Source: an optimization exercise on an open RTL-to-GDS flow (aim: small area, a short achievable clock period and few clock cycles). Production flows keep margins and buffers that such runs may drop. Where RTL was checked, it was by simulation tests only, not by an equivalence proof against the original. Power and IR drop assume default switching activity.

## row_peak_valley_detector
module row_peak_valley_detector #(
    parameter int MAX_COLUMNS = 4096,
    parameter int MAX_ROWS    = 4096,
    parameter int SAMPLE_BITS = 32
) (
    input  logic                                clk,
    input  logic                                rst_n,
    input  logic                                cfg_valid,
    output logic                                cfg_ready,
    input  logic [rpvd_pkg::CFG_INDEX_BITS-1:0] cfg_index,
    input  logic [rpvd_pkg::CFG_DATA_BITS-1:0]  cfg_data,
    input  logic                                sample_valid,
    output logic                                sample_ready,
    input  logic [SAMPLE_BITS-1:0]              sample,
    input  logic                                row_start,
    input  logic                                frame_start,
    output logic                                result_valid,
    input  logic                                result_ready,
    output logic                                is_valley,
    output logic [rpvd_pkg::COLUMN_BITS-1:0]    column,
    output logic [rpvd_pkg::ROW_BITS-1:0]       row,
    output logic [rpvd_pkg::VALUE_BITS-1:0]     value
);
    rpvd_pkg::cfg_t cfg;
    rpvd_cfg u_cfg (
        .clk       (clk),
        .rst_n     (rst_n),
        .cfg_valid (cfg_valid),
        .cfg_ready (cfg_ready),
        .cfg_index (cfg_index),
        .cfg_data  (cfg_data),
        .cfg       (cfg)
    );
    rpvd_core u_core (
        .clk          (clk),
        .rst_n        (rst_n),
        .sample_valid (sample_valid),
        .sample_ready (sample_ready),
        .sample       (sample),
  ...
clock: 10.0 ns
lec_check: 0
cap_margin: 20
core_margin: 2
core_utilization: 40
place_density: 0.6
setup_slack_margin: 0.5
slew_margin: 20
standard.sh (not shown) runs the stock make flow with config.mk's settings and CLKGATE_MAP_FILE= SYNTH_SCRIPT=/design/flow/synth_recipe.tcl, a recipe that flattens the netlist after the stock synthesis.
==> flow/flow/run.sh <==
#!/bin/bash
# The standard layout, with timing repair aiming for a setup slack of 7 ns.
bash standard.sh SETUP_SLACK_MARGIN=7 BUFFER_PORTS_ARGS=-buffer_cell\ sky130_fd_sc_hd__buf_2 finish > flow.log 2>&1
The first run completed without violations.
Then changed:
==> flow/flow/run.sh (replaced) <==
#!/bin/bash
# The standard layout, with timing repair aiming for a setup slack of 6.5 ns.
bash standard.sh SETUP_SLACK_MARGIN=6.5  finish > flow.log 2>&1
After rerunning: The changed run finished clean. Total power is lower by 3.3%. Setup slack gets better by 63 ps. Wire length is lower by 2.1%. Clock-buffer cell count is higher by 1. Via count is lower by 0.51%. Global-route usage is lower by 0.34 points. Synthesized cell count stays the same.
No run of this note included a check of the RTL's function; only the layout flow was run.

* * *

row_peak_valley_detector again, from the RTL that the note above started with.
export LEC_CHECK = 0
export CAP_MARGIN = 20
export CORE_MARGIN = 2
export CORE_UTILIZATION = 40
export PLACE_DENSITY = 0.6
export SETUP_SLACK_MARGIN = 0.5
export SLEW_MARGIN = 20
create_clock -name core_clock -period 10.0 [get_ports {clk}]
==> flow/flow/run.sh <==
#!/bin/bash
# The standard layout, with timing repair aiming for a setup slack of 7 ns.
bash standard.sh SETUP_SLACK_MARGIN=7  finish > flow.log 2>&1
The first run produced a clean layout.
Change:
==> flow/flow/run.sh (replaced) <==
#!/bin/bash
# The standard layout, with timing repair aiming for a setup slack of 6.5 ns.
bash standard.sh SETUP_SLACK_MARGIN=6.5 BUFFER_PORTS_ARGS=-buffer_cell\ sky130_fd_sc_hd__buf_1 finish > flow.log 2>&1
Result: Fmax is higher by 0.74%; critical path depth is higher by 1; cell area is lower by 6.8%; via count is lower by 1.3%; global-route usage is lower by 1.1 points.
No run of this note included a check of the RTL's function; only the layout flow was run.

* * *

Another version of the RTL of row_peak_valley_detector (not shown whole).
Size: roughly 280 flip-flops, roughly 0.014 mm² of cells after synthesis.
Settings: LEC_CHECK=0, CAP_MARGIN=20, CORE_MARGIN=2, CORE_UTILIZATION=40, PLACE_DENSITY=0.6, SETUP_SLACK_MARGIN=0.5, SLEW_MARGIN=20; clock period 10.0 ns.
==> flow/flow/run.sh <==
#!/bin/bash
# The standard layout (standard.sh), with these changes:
# - timing repair aims for a setup slack of 7.2 ns (a 10 ns clock, so about 2.8 ns);
# - the port buffers are plain sky130_fd_sc_hd__buf_1 cells;
# - the clock tree clusters up to 24 flip-flops per leaf buffer.
# The full output of the ORFS make run goes to flow.log.
bash standard.sh SETUP_SLACK_MARGIN=7.2 "BUFFER_PORTS_ARGS=-buffer_cell sky130_fd_sc_hd__buf_1" CTS_CLUSTER_SIZE=24 CTS_CLUSTER_DIAMETER=80  finish > flow.log 2>&1
The starting point finished with timing, DRC and antenna clean.
Testbench counts at the start, summed over its fixed seeds: cycles 64,112.
Then changed:
==> flow/flow/run.sh (replaced) <==
#!/bin/bash
# The standard layout (standard.sh), with these changes:
# - timing repair aims for a setup slack of 6.8 ns (a 10 ns clock, so about 3.2 ns);
# - the port buffers are plain sky130_fd_sc_hd__buf_1 cells;
# - the clock tree clusters up to 24 flip-flops per leaf buffer.
# The full output of the ORFS make run goes to flow.log.
bash standard.sh SETUP_SLACK_MARGIN=6.8 "BUFFER_PORTS_ARGS=-buffer_cell sky130_fd_sc_hd__buf_1" CTS_CLUSTER_SIZE=24 CTS_CLUSTER_DIAMETER=80  finish > flow.log 2>&1
Result:
- clock-buffer cell count drops by 2
- critical path depth is unchanged
- non-clock buffer count drops by 70
- maximum frequency climbs by 1.8%
Then changed:
==> flow/flow/run.sh (replaced) <==
#!/bin/bash
# The standard layout (standard.sh), with these changes:
# - timing repair aims for a setup slack of 6.5 ns (a 10 ns clock, so about 3.5 ns);
# - the port buffers are plain sky130_fd_sc_hd__buf_1 cells;
# - the clock tree clusters up to 30 flip-flops per leaf buffer.
# The full output of the ORFS make run goes to flow.log.
bash standard.sh SETUP_SLACK_MARGIN=6.5 "BUFFER_PORTS_ARGS=-buffer_cell sky130_fd_sc_hd__buf_1" CTS_CLUSTER_SIZE=30 CTS_CLUSTER_DIAMETER=80  finish > flow.log 2>&1
What happened:
- worst setup slack is worse by 0.087 ns
- total power rises by 0.49%
- clock-buffer cell count drops by 4
- critical path depth stays the same
- clock skew is higher by 0.0061 ns
- final cell count is about the same

==> port drivers added, routing unchanged <==
How much do the figures lean on ideal ports? The routed layouts below were timed once more, with nothing changed but the port constraints.
Step 1 sets driving cells, clkbuf_16 on the clock port and buf_2 on the other inputs (assumed; they add their load-dependent delay and slew).
Step 2 also shifts input and output timing later by t, the mid clock arrival at the registers, as if the neighbouring blocks saw the same clock.
a / b / c = no drivers / after step 1 / after step 2; a / b = the first two.
run	shift t [ns]	setup slack, ns	hold slack, ns	worst slew at a driven data input, ns
the first run of note 1	0.595	6.432 / 6.432 / 6.387	0.469 / 0.469 / 0.469	0.05
the second run of note 1	0.589	6.495 / 6.489 / 5.970	0.471 / 0.471 / 0.471	0.05
the first run of note 2	0.576	6.398 / 6.398 / 6.373	0.469 / 0.469 / 0.469	0.05
the second run of note 2	0.573	6.424 / 6.424 / 6.119	0.470 / 0.470 / 0.470	0.09
the first run of note 3	0.574	6.222 / 6.222 / 5.888	0.478 / 0.478 / 0.478	0.05
the second run of note 3	0.555	6.288 / 6.288 / 5.824	0.477 / 0.477 / 0.477	0.04
the third run of note 3	0.558	6.201 / 6.201 / 5.947	0.477 / 0.477 / 0.477	0.07
After both steps every run listed still meets setup and hold. For the second run of note 1, which loses most, drivers alone change the setup slack by -0.006 ns; drivers and shift together by -0.525 ns.
